This is an optimization exercise on Yosys and OpenROAD, whose aim is small area and a short achievable clock period, not a production implementation.
The RTL was checked by simulation tests, not by an equivalence proof against the original design.

<file path="flow/design.v">
module mul_div_unit #(
    parameter int WIDTH   = 32,
    parameter int MUL_LAT = 5,
    parameter int DIV_LAT = 10
) (
    input  logic             clk,
    input  logic             reset,
    input  logic             start,
    input  logic [2:0]       op,
    input  logic [WIDTH-1:0] a,
    input  logic [WIDTH-1:0] b,
    input  logic             flush,
    output logic             busy,
    output logic             done,
    output logic [WIDTH-1:0] hi,
    output logic [WIDTH-1:0] lo
);
    localparam int MAX_LAT = (MUL_LAT > DIV_LAT) ? MUL_LAT : DIV_LAT;
    localparam int CW      = $clog2(MAX_LAT + 1);
    typedef enum logic { IDLE, RUN } state_e;
    typedef enum logic [2:0] {
        OP_MULT  = 3'b000,
        OP_MULTU = 3'b001,
        OP_DIV   = 3'b010,
        OP_DIVU  = 3'b011,
        OP_MTHI  = 3'b100,
        OP_MTLO  = 3'b101
    } op_e;
    state_e           state;
    logic [CW-1:0]    cnt;
    logic [WIDTH-1:0] ra, rb;
    logic             div_q;    
    logic             uns_q;    
    logic [2*WIDTH-1:0] a_ext, b_ext, prod;
    logic               neg_a, neg_b;
    logic [WIDTH-1:0]   mag_a, mag_b, divisor, quo_mag, rem_mag;
    logic [WIDTH-1:0]   res_hi, res_lo;
    always_comb begin
        a_ext = uns_q ? {{WIDTH{1'b0}}, ra} : {{WIDTH{ra[WIDTH-1]}}, ra};
        b_ext = uns_q ? {{WIDTH{1'b0}}, rb} : {{WIDTH{rb[WIDTH-1]}}, rb};
        prod  = a_ext * b_ext;
    end
    always_comb begin
        neg_a   = !uns_q && ra[WIDTH-1];
        neg_b   = !uns_q && rb[WIDTH-1];
        mag_a   = neg_a ? -ra : ra;
        mag_b   = neg_b ? -rb : rb;
        divisor = (rb == '0) ? WIDTH'(1) : mag_b;
        quo_mag = mag_a / divisor;
        rem_mag = mag_a % divisor;
    end
    always_comb begin
        res_hi = prod[2*WIDTH-1:WIDTH];
        res_lo = prod[WIDTH-1:0];
        if (div_q) begin
            if (rb == '0) begin
                res_lo = '1;
                res_hi = ra;
            end else begin
                res_lo = (neg_a ^ neg_b) ? -quo_mag : quo_mag;
                res_hi = neg_a ? -rem_mag : rem_mag;
            end
        end
    end
    always_ff @(posedge clk or posedge reset) begin
        if (reset) begin
            state <= IDLE;
            cnt   <= '0;
            busy  <= 1'b0;
            done  <= 1'b0;
            hi    <= '0;
            lo    <= '0;
            ra    <= '0;
            rb    <= '0;
            div_q <= 1'b0;
            uns_q <= 1'b0;
        end else begin
            done <= 1'b0;
            case (state)
                IDLE: begin
                    if (start && !flush) begin
                        case (op)
                            OP_MULT, OP_MULTU, OP_DIV, OP_DIVU: begin
                                ra    <= a;
                                rb    <= b;
                                div_q <= op[1];
                                uns_q <= op[0];
                                cnt   <= op[1] ? CW'(DIV_LAT) : CW'(MUL_LAT);
                                busy  <= 1'b1;
                                state <= RUN;
                            end
                            OP_MTHI: hi <= a;
                            OP_MTLO: lo <= a;
                            default: ;
                        endcase
                    end
                end
                RUN: begin
                    if (flush) begin
                        cnt   <= '0;
                        busy  <= 1'b0;
                        state <= IDLE;
                    end else if (cnt == CW'(1)) begin
                        hi    <= res_hi;
                        lo    <= res_lo;
                        cnt   <= '0;
                        done  <= 1'b1;
                        busy  <= 1'b0;
                        state <= IDLE;
                    end else begin
                        cnt <= cnt - CW'(1);
                    end
                end
                default: state <= IDLE;
            endcase
        end
    end
endmodule
</file>
<file path="flow/run.sh">
#!/bin/bash
# synth_recipe.tcl (not shown) runs the flow's synth.tcl, then flattens the netlist and writes it again
# the make line also repeats each setting of config.mk as NAME=value (left out here)
make -C /OpenROAD-flow-scripts/flow DESIGN_CONFIG=/design/flow/config.mk WORK_HOME=/design/flow/orfs CLKGATE_MAP_FILE= SYNTH_SCRIPT=/design/flow/synth_recipe.tcl finish
</file>
<file path="flow/config.mk">
export PLATFORM = sky130hd
export DESIGN_NAME = mul_div_unit
export DESIGN_NICKNAME = mul_div_unit
export VERILOG_FILES = /design/flow/design.v
export SDC_FILE = /design/flow/constraint.sdc
export NUM_CORES = 4
export LEC_CHECK = 0
export CAP_MARGIN = 20
export CORE_MARGIN = 2
export CORE_UTILIZATION = 40
export SLEW_MARGIN = 20
</file>
<file path="flow/constraint.sdc">
create_clock -name core_clock -period 90.0 [get_ports {clk}]
set_input_delay 18.0000 -clock core_clock [delete_from_list [all_inputs] [get_ports {clk}]]
set_output_delay 18.0000 -clock core_clock [all_outputs]
set_load 0.01 [all_outputs]
</file>
==> impl_metrics.xml <==
<?xml version="1.0" encoding="UTF-8"?>
<metrics>
  <group name="global_routing">
    <metric name="first_global_vias" unit="">88400</metric>
    <metric name="grt_first_pass_wirelength" unit="µm">620000</metric>
    <metric name="grt-ovfl-total" unit="">0</metric>
    <metric name="use_met3" unit="%">6.60</metric>
    <metric name="gr-usage-met1" unit="%">48.1</metric>
    <metric name="grtUsageMet2" unit="%">61.3</metric>
    <metric name="grt.total_usage" unit="%">38.3</metric>
    <metric name="pin_count_of_the_biggest_net_entering_global_routing" unit="">60</metric>
    <metric name="grt_antenna_before_repair" unit="">28</metric>
    <metric name="gr-max-usage-layer" unit="">met2</metric>
  </group>
  <group name="yosys">
    <metric name="synth_edf_count" unit="">0</metric>
    <metric name="sequential_element_share_of_the_synthesized_area" unit="%">3.94</metric>
    <metric name="synth_top_flop_cell" unit="">sky130_fd_sc_hd__dfrtp_1</metric>
    <metric name="yosys.area.top_type_share" unit="%">33.2</metric>
    <metric name="synth.largest_area_cell" unit="">sky130_fd_sc_hd__fa_1</metric>
    <metric name="synth.avg_cell_area" unit="µm²">8.08</metric>
    <metric name="async_reset_ff_share" unit="%">100</metric>
    <metric name="yosys_register_bits" unit="">137</metric>
    <metric name="yosysWarnings" unit="">1</metric>
    <metric name="netlist_top_cells_area" unit="">sky130_fd_sc_hd__fa_1 (33%), sky130_fd_sc_hd__ha_1 (12%), sky130_fd_sc_hd__inv_1 (6.5%)</metric>
    <metric name="synth.cell_area" unit="µm²">87100</metric>
    <metric name="synthCells" unit="">10800</metric>
    <metric name="mappedNetlistNets" unit="">13100</metric>
    <metric name="count_of_different_cell_masters_after_synthesis" unit="">96</metric>
  </group>
  <group name="clock_network">
    <metric name="cts_max_path_buffers" unit="">2</metric>
    <metric name="cts_buffer_count" unit="">17</metric>
    <metric name="clock_tree_from_tritoncts" unit="">built</metric>
    <metric name="clock_sink_count" unit="">137</metric>
    <metric name="path_clk_slew" unit="ps">90</metric>
    <metric name="cts_max_level" unit="">4</metric>
    <metric name="root_buffer" unit="">sky130_fd_sc_hd__clkbuf_16</metric>
    <metric name="clkLatencyLatePin" unit="ps">520</metric>
    <metric name="cts-hold-fix-buffers" unit="">0</metric>
  </group>
  <group name="cells_and_area">
    <metric name="layout.cells.most_common" unit="">sky130_fd_sc_hd__inv_1</metric>
    <metric name="number_of_fill_cells_in_the_layout" unit="">21500</metric>
    <metric name="ff_latch_area" unit="µm²">3470</metric>
    <metric name="most-common-layout-cells" unit="">sky130_fd_sc_hd__inv_1 (1497), sky130_fd_sc_hd__fa_1 (1441), sky130_fd_sc_hd__nand2_1 (1405)</metric>
    <metric name="layout-drive-gt1-share" unit="%">14.1</metric>
    <metric name="final_net_count" unit="">14100</metric>
    <metric name="multi_input_gate_area" unit="µm²">76700</metric>
    <metric name="final_core_utilization" unit="%">46.7</metric>
    <metric name="flow.area_growth_from_synthesis" unit="%">16.3</metric>
  </group>
  <group name="run_status">
    <metric name="outcome" unit="">timing/DRC/antenna clean</metric>
  </group>
  <group name="sta">
    <metric name="setup_viol_count_final" unit="">0</metric>
    <metric name="clock_skew" unit="ps">38.2</metric>
    <metric name="whs" unit="ps">505</metric>
    <metric name="clock.fmax" unit="GHz">0.0117</metric>
    <metric name="worst_slew_pin_slew" unit="ps">1250</metric>
    <metric name="hold_viol_final" unit="">0</metric>
    <metric name="timing.max_slew.rel_slack" unit="%">16.2</metric>
    <metric name="fin_crit" unit="ps">85640</metric>
    <metric name="timing_max_transition_violations_final" unit="">0</metric>
    <metric name="fin_crit_sh" unit="%">95.2</metric>
  </group>
  <group name="floorplanning">
    <metric name="core-area" unit="µm²">217000</metric>
    <metric name="start_util" unit="%">40.2</metric>
    <metric name="row_count" unit="">171</metric>
    <metric name="die_w" unit="µm">471</metric>
    <metric name="ioPinCount" unit="">137</metric>
    <metric name="die-area" unit="µm²">221000</metric>
    <metric name="fp.dieH" unit="µm">471</metric>
  </group>
  <group name="worst_hold_path">
    <metric name="hold_path_depth" unit="">2</metric>
    <metric name="min_to" unit="">hi[7]$_DFFE_PP0P_</metric>
    <metric name="hold_path_startpoint" unit="">hi[7]$_DFFE_PP0P_</metric>
    <metric name="worst_hold_path_type" unit="">flip-flop to flip-flop</metric>
  </group>
  <group name="detailed_routing">
    <metric name="drc_errors" unit="">0</metric>
    <metric name="postRouteAntennaNets" unit="">0</metric>
    <metric name="final_wirelength" unit="µm">428000</metric>
    <metric name="dr.pass1.iters" unit="">7</metric>
    <metric name="avgViaCountPerCell" unit="">5.89</metric>
    <metric name="via_count" unit="">86000</metric>
    <metric name="drt_iter0_markers" unit="">8159</metric>
    <metric name="avgRoutedWirePerCell" unit="µm">29.3</metric>
  </group>
  <group name="setup_path">
    <metric name="cpPeakStageDelay" unit="ps">730</metric>
    <metric name="r2r-end" unit="">lo[29]$_DFFE_PP0P_</metric>
    <metric name="worstSetupEndpointType" unit="">flip-flop</metric>
    <metric name="critical-path-top-cell-by-count" unit="">sky130_fd_sc_hd__a21oi_1</metric>
    <metric name="worst_r2r_startpoint" unit="">rb[0]$_DFFE_PP0P_</metric>
    <metric name="critPathMaxFanout" unit="">31</metric>
    <metric name="crit_arrival" unit="ps">86060</metric>
    <metric name="cp_data_required_time" unit="ps">90420</metric>
    <metric name="worst-setup-path-type" unit="">flip-flop to flip-flop</metric>
    <metric name="reg2reg_slack" unit="ps">4360</metric>
    <metric name="critPathLaunchType" unit="">flip-flop</metric>
    <metric name="cell_with_the_largest_stage_delay_on_the_worst_path" unit="">sky130_fd_sc_hd__a21oi_1</metric>
    <metric name="r2r_cells" unit="">360</metric>
  </group>
  <group name="placement">
    <metric name="final_weighted_congestion_in_routability_driven_placement" unit="">1.08</metric>
    <metric name="portBuffers" unit="">136</metric>
    <metric name="place_hpwl" unit="µm">352000</metric>
  </group>
  <group name="flow_run">
    <metric name="max-cap-violations" unit="">0</metric>
  </group>
</metrics>
==> timing repair <==
action,in CTS,in global routing
setup buffers,0,11
setup endpoints to repair,34,64
cloned,0,1
pin swaps,1,4
endpoints found under the hold margin,0,0
gates resized for setup,6,54
==> routing by layer <==
layer,up-vias,wire (µm)
met5,-,108
met4,18,32000
met3,1074,32400
met1,43200,170000
li1,37500,-
met2,4130,194000
==> cell families after synthesis <==
group	share of synthesized area [%]
flip-flops	3.94
adder cells (fa/ha/maj)	45.1
AO/OA/AOI/OAI	15.5
buffers and inverters	8.59
AND/OR/NAND/NOR	19.2
multiplexers	1.58
XOR/XNOR	6.04
==> per-stage QoR <==
step                setup TNS [ps]  std cells  cell area [µm²]  setup slack [ps]
global placement            -14770      14500           100000             -1210
global route                 -56.0      14600           101000             -42.2
detailed placement           -3050      14500           100000              -650
floorplan                        0      10800            87100             10440
CTS                              0      14600           101000              5.54
finish                           0      14600           101000              4360
==> how the worst max path moves through the flow <==
| stage | startpoint | to | slack (ps) | cells past startpoint |
|---|---|---|---|---|
| CTS | rb[4]$_DFFE_PP0P_ | lo[29]$_DFFE_PP0P_ | 6 | 340 |
| detailed placement | rb[4]$_DFFE_PP0P_ | lo[29]$_DFFE_PP0P_ | -650 | 339 |
| global route | rb[0]$_DFFE_PP0P_ | lo[27]$_DFFE_PP0P_ | -40 | 356 |
| global placement | rb[4]$_DFFE_PP0P_ | lo[29]$_DFFE_PP0P_ | -1210 | 335 |
| floorplan | rb[31]$_DFFE_PP0P_ | hi[24]$_DFFE_PP0P_ | 10440 | 352 |
| finish | rb[0]$_DFFE_PP0P_ | lo[29]$_DFFE_PP0P_ | 4360 | 360 |
==> synth_stat cells (173+ instances only) <==
library cell,n
sky130_fd_sc_hd__xnor2_1,391
sky130_fd_sc_hd__and2_1,364
sky130_fd_sc_hd__nor2_1,767
sky130_fd_sc_hd__nand3_1,184
sky130_fd_sc_hd__a21o_1,173
sky130_fd_sc_hd__ha_1,830
sky130_fd_sc_hd__xor2_1,207
sky130_fd_sc_hd__nand2_1,1408
sky130_fd_sc_hd__clkbuf_1,339
sky130_fd_sc_hd__inv_1,1500
sky130_fd_sc_hd__fa_1,1442
sky130_fd_sc_hd__a21oi_1,594
sky130_fd_sc_hd__nor3_1,205
sky130_fd_sc_hd__o21ai_0,391
==> cell type report <==
cell class | count | area share (%)
Tap cell | 2854 | 3.53
Clock inverter | 15 | 0.216
Inverter | 1502 | 5.57
Timing Repair Buffer | 1414 | 11.0
Sequential cell | 137 | 3.42
Clock buffer | 17 | 0.420
Antenna cell | 13 | 0.0321
Multi-Input combinational cell | 8649 | 75.8
==> worst max-delay path, delay by kind of cell, from the launching register on <==
family | cells | cell delay [ps]
buffers and inverters | 44 | 8260
and+or+nand+nor | 111 | 25110
AOI/OAI and AO/OA | 168 | 40050
muxes | 3 | 1000
xor gates and xnor gates | 2 | 300
adders and majority gates | 32 | 10150
DFF | 1 | 360
==> sequential cells by signal, indices dropped and copies added (netlist names) <==
register  flops
hi           32
ra           32
state         1
div_q         1
cnt           4
done          1
uns_q         1
rb           32
busy          1
lo           32

==> afterwards: timing with drivers on the ports <==
Ports are ideal in the flow. The routed layout listed here was re-timed in OpenROAD.
Step 1: set_driving_cell puts a clkbuf_16 on clk and a buf_2 on each other input, an assumption about the parent block.
Step 2, shift: input delay + t, output delay - t, t = (earliest + latest rising clock arrival at the registers) / 2. This alone moves slack from input paths to output paths.
a / b / c = no drivers / after step 1 / after step 2; a / b = the first two.
shift t [ns]: 0.586
slack for setup (ns): 4.365 / 4.365 / 4.365
hold slack, ns: 0.505 / 0.505 / 0.505
worst setup path after step 2: register to register
worst slew at a driven data input, ns: 0.11
After both steps this run still meets setup and hold. For this run, drivers alone change the setup slack by 0.000 ns; drivers and shift together by 0.000 ns.
